This is an optimization exercise on Yosys and OpenROAD, whose aim is small area, a short achievable clock period and few clock cycles, not a production implementation.
At most, simulation tests tie the RTL to the original design; equivalence was not proved.
Power and IR drop assume default switching activity.

== run M ==
==> module neuron_state_mem, before the edit <==
module neuron_state_mem #(
    parameter int DATA_W = 32,
    parameter int DEPTH  = 64,
    parameter int ADDR_W = $clog2(DEPTH)
) (
    input  logic              clk,
    input  logic              reset,
    input  logic              init_start,
    input  logic [DATA_W-1:0] init_value,
    output logic              init_busy,
    output logic              ready,
    input  logic              rd_en,
    input  logic [ADDR_W-1:0] rd_addr,
    output logic [DATA_W-1:0] rd_data,
    output logic              rd_valid,
    input  logic              wr_en,
    input  logic [ADDR_W-1:0] wr_addr,
    input  logic [DATA_W-1:0] wr_data
);
    logic                ready_q;
    logic                busy_q;
    logic [DATA_W-1:0]   init_q;
    logic [DEPTH-1:0]    written_q;
    logic [DATA_W-1:0]   rd_data_q;
    logic                rd_valid_q;
    logic [DATA_W-1:0]   mem [DEPTH];
    logic                keep;
    logic                pw_valid_q;       
    logic [ADDR_W-1:0]   pw_addr_q;
    logic [DATA_W-1:0]   pw_data_q;
    assign ready     = ready_q;
    assign init_busy = busy_q;
    assign rd_data   = rd_data_q;
    assign rd_valid  = rd_valid_q;
    assign keep = ready_q && !init_start;
    logic              en, bypass, pend_hit, g, use_init;
    logic [3:0]        hw;                     
    logic [3:0]        wq;                     
    logic [DATA_W-1:0] yq [4];                 
    logic [DATA_W-1:0] rd_d;
    assign en     = ready_q && rd_en;
    assign bypass = wr_en && rd_addr == wr_addr;
    assign pend_hit = pw_valid_q && rd_addr == pw_addr_q;
    assign g      = en && !bypass && !pend_hit;
    always_comb begin
        for (int q = 0; q < 4; q++) begin
            yq[q] = mem[{2'(q), rd_addr[3:0]}];
            wq[q] = written_q[{2'(q), rd_addr[3:0]}];
            hw[q] = g && rd_addr[5:4] == 2'(q) && wq[q];
        end
        use_init = !wq[rd_addr[5:4]];
    end
    for (genvar b = 0; b < DATA_W; b++) begin : g_bit
        logic e, ie;
        assign e  = (!en && rd_data_q[b]) || (en && bypass && wr_data[b]) ||
                    (en && !bypass && pend_hit && pw_data_q[b]);
        assign ie = g && init_q[b];
        nsm_bitfin u_fin (.y({yq[3][b], yq[2][b], yq[1][b], yq[0][b]}), .hw(hw),
                          .use_init(use_init), .ie(ie), .e(e), .d(rd_d[b]));
    end
    always_ff @(posedge clk or negedge reset) begin
        if (!reset) begin
            ready_q    <= 1'b0;
            busy_q     <= 1'b1;
            rd_data_q  <= '0;
            rd_valid_q <= 1'b0;
        end else begin
            ready_q    <= 1'b1;
            busy_q     <= 1'b0;
            rd_valid_q <= en;
            rd_data_q  <= rd_d;
        end
    end
    always_ff @(posedge clk) begin
        if (!ready_q || init_start) init_q <= init_value;
        for (int i = 0; i < DEPTH; i++)
            written_q[i] <= keep && (written_q[i] || (wr_en && wr_addr == ADDR_W'(i)));
    end
    always_ff @(posedge clk) begin
        pw_valid_q <= keep && wr_en;
        pw_addr_q  <= wr_addr;
        pw_data_q  <= wr_data;
        if (pw_valid_q) mem[pw_addr_q] <= pw_data_q;
    end
endmodule
export LEC_CHECK = 0
export CAP_MARGIN = 20
export CORE_MARGIN = 2
export CORE_UTILIZATION = 55
export CTS_CLUSTER_DIAMETER = 120
export CTS_CLUSTER_SIZE = 26
export SETUP_SLACK_MARGIN = 2.4
export SLEW_MARGIN = 20
export SYNTH_HIERARCHICAL = 1
export TNS_END_PERCENT = 5
create_clock -name core_clock -period 4.5 [get_ports {clk}]
standard.sh (not shown) runs the stock make flow with config.mk's settings and CLKGATE_MAP_FILE= SYNTH_SCRIPT=/design/flow/synth_recipe.tcl, a recipe that flattens the netlist after the stock synthesis.
==> flow/flow/run.sh <==
#!/bin/bash
# Standard layout, with the port buffers made from plain buffers instead of delay cells.
set -euo pipefail
export BUFFER_PORTS_ARGS="-buffer_cell sky130_fd_sc_hd__buf_4"
bash standard.sh finish > standard_finish.log 2>&1
> inputs changed (run M -> run F)
-- flow/design.v --
<<< run M, line 26
    logic [DATA_W-1:0]   mem [DEPTH];
    logic                keep;
    logic                pw_valid_q;       
    logic [ADDR_W-1:0]   pw_addr_q;
    logic [DATA_W-1:0]   pw_data_q;
    assign ready     = ready_q;
>>> run F, line 26
    logic [DATA_W-1:0]   mem [DEPTH];
    logic                keep;
    logic [7:0]          pw_hi_q;          
    logic [7:0]          pw_lo_q;
    logic [DATA_W-1:0]   pw_data_q;
    assign ready     = ready_q;
<<< run M, line 41
    assign en     = ready_q && rd_en;
    assign bypass = wr_en && rd_addr == wr_addr;
    assign pend_hit = pw_valid_q && rd_addr == pw_addr_q;
    assign g      = en && !bypass && !pend_hit;
    always_comb begin
        for (int q = 0; q < 4; q++) begin
            yq[q] = mem[{2'(q), rd_addr[3:0]}];
            wq[q] = written_q[{2'(q), rd_addr[3:0]}];
            hw[q] = g && rd_addr[5:4] == 2'(q) && wq[q];
        end
        use_init = !wq[rd_addr[5:4]];
    end
    for (genvar b = 0; b < DATA_W; b++) begin : g_bit
>>> run F, line 41
    assign en     = ready_q && rd_en;
    assign bypass = wr_en && rd_addr == wr_addr;
    assign pend_hit = pw_hi_q[rd_addr[5:3]] && pw_lo_q[rd_addr[2:0]];
    assign g      = en && !bypass && !pend_hit;
    logic [3:0] s0, s1;                        
    always_comb begin
        for (int q = 0; q < 4; q++) begin
            s0[q] = rd_addr[1:0] == 2'(q);
            s1[q] = rd_addr[3:2] == 2'(q);
            wq[q] = written_q[{2'(q), rd_addr[3:0]}];
            hw[q] = g && rd_addr[5:4] == 2'(q) && wq[q];
        end
        use_init = !wq[rd_addr[5:4]];
    end
    for (genvar q = 0; q < 4; q++) begin : g_quarter
        for (genvar b = 0; b < DATA_W; b++) begin : g_bit
            logic [3:0] l1;
            for (genvar k = 0; k < 4; k++) begin : g_l1
                nsm_sel4 u_l1 (.s(s0), .d({mem[16*q+4*k+3][b], mem[16*q+4*k+2][b],
                                           mem[16*q+4*k+1][b], mem[16*q+4*k][b]}), .y(l1[k]));
            end
            nsm_sel4 u_l2 (.s(s1), .d(l1), .y(yq[q][b]));
        end
    end
    for (genvar b = 0; b < DATA_W; b++) begin : g_bit
<<< run M, line 78
    end
    always_ff @(posedge clk) begin
        pw_valid_q <= keep && wr_en;
        pw_addr_q  <= wr_addr;
        pw_data_q  <= wr_data;
        if (pw_valid_q) mem[pw_addr_q] <= pw_data_q;
    end
endmodule
module nsm_bitfin (
>>> run F, line 90
    end
    always_ff @(posedge clk) begin
        for (int j = 0; j < 8; j++) begin
            pw_hi_q[j] <= keep && wr_en && wr_addr[5:3] == 3'(j);
            pw_lo_q[j] <= wr_addr[2:0] == 3'(j);
        end
        pw_data_q <= wr_data;
        for (int i = 0; i < DEPTH; i++)
            if (pw_hi_q[i/8] && pw_lo_q[i%8]) mem[i] <= pw_data_q;
    end
endmodule
module nsm_sel4 (
    input  logic [3:0] s,
    input  logic [3:0] d,
    output logic       y
);
    assign y = (s[0] && d[0]) || (s[1] && d[1]) || (s[2] && d[2]) || (s[3] && d[3]);
endmodule
module nsm_bitfin (
### Flow results
Run F was carried through to the last stage, and its layout satisfied the timing, design-rule and antenna checks. The setup slack of run F is larger than that of run M. Run F against run M: first-pass detailed-route iteration total +3, global-route wire length before repair higher, cell area after layout went down 4.9%, part of the total power dissipated in the clock network higher.
Testbench counts of run F, summed over its fixed seeds: cycles 6,955.
For run M, only the layout was checked, not whether the RTL still works.

==> afterwards: timing with drivers on the ports <==
In the flow no input, the clock included, has a driving cell. The finished layouts below were timed again as built, in two steps.
Step 1, drivers: a clkbuf_16 drives clk and a buf_2 each remaining input, both assumed.
Step 2 also shifts input and output timing later by t, the mid clock arrival at the registers, as if the neighbouring blocks saw the same clock.
a / b / c = ideal / step 1 / step 2; a / b = the first two.
run | shift t [ns] | setup slack, ns | worst setup path after step 2 | cell pins on the clock port's net
run M | 0.832 | 1.910 / 1.776 / 0.944 | input to register | 1
run F | 0.841 | 2.148 / 1.937 / 1.096 | input to register | 1
After both steps setup and hold are still met in every run listed. For run F, which loses most, drivers alone change the setup slack by -0.211 ns; drivers and shift together by -1.052 ns.
